Context: an optimization exercise on an open-source flow, tuned for a short achievable clock period and few clock cycles. The choices shown serve that exercise and are no tape-out recipe.
Only simulation tests tie the RTL to the original design; equivalence was not proved.

==> inputs of v4 <==
// fiber_bank
module fiber_bank (
    input  wire                                     i_clk,
    input  wire                                     i_reset,
    input  wire                                     i_req_valid,
    input  wire fiber_bank_proto_pkg::req_op_t      i_req_op,
    input  wire [fiber_bank_geom_pkg::ADDR_W-1:0]   i_req_addr,
    input  wire [fiber_bank_geom_pkg::DATA_W-1:0]   i_req_data,
    output wire                                     o_req_ready,
    output wire                                     o_pe_valid,
    output wire [fiber_bank_geom_pkg::DATA_W-1:0]   o_pe_data,
    input  wire                                     i_pe_ready,
    output wire                                     o_dram_wr_valid,
    output wire [fiber_bank_geom_pkg::ADDR_W-1:0]   o_dram_addr,
    output wire [fiber_bank_geom_pkg::DATA_W-1:0]   o_dram_wr_data,
    input  wire                                     i_dram_wr_ready,
    output wire                                     o_dram_rd_ready,
    input  wire                                     i_dram_rd_valid,
    input  wire [fiber_bank_geom_pkg::DATA_W-1:0]   i_dram_rd_data
);
Settings: LEC_CHECK=0, CAP_MARGIN=50, CORE_MARGIN=2, CORE_UTILIZATION=40, SLEW_MARGIN=60; clock period 12.0 ns.
standard.sh (not shown) runs the stock make flow with config.mk's settings and CLKGATE_MAP_FILE= SYNTH_SCRIPT=/design/flow/synth_recipe.tcl, a recipe that flattens the netlist after the stock synthesis.
==> flow/flow/run.sh <==
#!/bin/bash
set -euo pipefail
bash standard.sh \
    "BUFFER_PORTS_ARGS=-buffer_cell sky130_fd_sc_hd__buf_4" \
    SETUP_SLACK_MARGIN=7.9 \
    TNS_END_PERCENT=10 \
    MATCH_CELL_FOOTPRINT=0 \
    finish > standard.log 2>&1
==> inputs of v21, as changes to v4 <==
--- a/flow/design.v
+++ b/flow/design.v
@@ -183,18 +183,21 @@
             sk_data <= i_req_data;
         end
     end
     wire [SET_W-1:0] p_set  = p_addr[SET_W-1:0];
     wire             n_selw = l_v && (p_set == l_addr[SET_W-1:0]);
-    wire [TAG_W-1:0] n_tag = l_free ? p_addr[ADDR_W-1:SET_W] : l_addr[ADDR_W-1:SET_W];
+    wire [TAG_W-1:0] p_tag = p_addr[ADDR_W-1:SET_W];
+    wire [TAG_W-1:0] s_tag = l_addr[ADDR_W-1:SET_W];
     always_ff @(posedge i_clk) begin
         for (int s = 0; s < SETS; s++) begin
             for (int w = 0; w < WAYS; w++) begin
-                l_m[s*WAYS+w] <= (((w_v && w_soh[s] && w_iway[w]) ? w_itag : ln_tag[s*WAYS+w]) == n_tag);
+                l_m[s*WAYS+w] <= l_free
+                    ? (((w_v && w_soh[s] && w_iway[w]) ? w_itag : ln_tag[s*WAYS+w]) == p_tag)
+                    : (((w_v && w_soh[s] && w_iway[w]) ? w_itag : ln_tag[s*WAYS+w]) == s_tag);
             end
         end
-        l_wm <= (l_addr[ADDR_W-1:SET_W] == n_tag);
+        l_wm <= (l_addr[ADDR_W-1:SET_W] == (l_free ? p_tag : s_tag));
     end
     always_ff @(posedge i_clk) begin
         if (l_free) begin
             l_selw <= n_selw;
             for (int s = 0; s < SETS; s++) begin
==> flow/flow/run.sh (replaced) <==
#!/bin/bash
set -euo pipefail
bash standard.sh \
    "BUFFER_PORTS_ARGS=-buffer_cell sky130_fd_sc_hd__buf_4" \
    SETUP_SLACK_MARGIN=8.1 \
    TNS_END_PERCENT=10 \
    MATCH_CELL_FOOTPRINT=0 \
    finish > standard.log 2>&1
==> impl_metrics.py <==
metrics = {
    "power_and_ir_drop": {
        "powerDensity_nw_per_um2": 148,
    },
    "placed_design": {
        "dpl.cell_count": 23400,
    },
    "timing": {
        "hold_slack_ns": 0.299,
    },
    "outcome": {
        "status": "timing/DRC/antenna clean",
    },
    "clock_tree": {
        "post_cts_resized": 30,
    },
}
-- figures above: v4

==> impl_metrics.py <==
metrics = {
    "outcome": {
        "status": "timing/DRC/antenna clean",
    },
    "critical_path": {
        "path_max_fanout": 2,
    },
    "timing": {
        "hold_slack_ns": 0.336,
    },
    "placed_design": {
        "dpl.cell_count": 23300,
    },
    "synth": {
        "synth_compound_area_frac": 0.136,
    },
    "worst_hold_path": {
        "hold_end": "r_ra[3]",
    },
    "power_and_ir_drop": {
        "powerDensity_nw_per_um2": 147,
    },
    "clock_tree": {
        "post_cts_resized": 29,
    },
}
-- figures above: v21

Testbench counts of v4, summed over its fixed seeds: cycles 13,753.
Testbench counts of v21, summed over its fixed seeds: cycles 13,753.

static timing again, ports no longer ideal:
How much do the figures lean on ideal ports? The routed layouts below were timed once more, with nothing changed but the port constraints. Step 1 (the two cells are an assumption about what drives the block):
set clk [get_ports {i_clk}]
set_driving_cell -lib_cell sky130_fd_sc_hd__clkbuf_16 $clk
set_driving_cell -lib_cell sky130_fd_sc_hd__buf_2 [delete_from_list [all_inputs] $clk]
Step 2 also shifts input and output timing later by t, the mid clock arrival at the registers, as if the neighbouring blocks saw the same clock. Three values: ideal ports, drivers, drivers and shift; two values: the first two.
run | t, ns | setup slack, ns | slew at the worst register clock pin (ns)
v4 | 1.217 | 7.867 / 7.731 / 7.250 | 0.08 / 0.08
v21 | 1.209 | 7.803 / 7.662 / 7.336 | 0.07 / 0.07
After both steps setup and hold are still met in every run listed. The setup slack of v4, which loses most, moves by -0.136 ns with the drivers and by -0.617 ns with both steps.
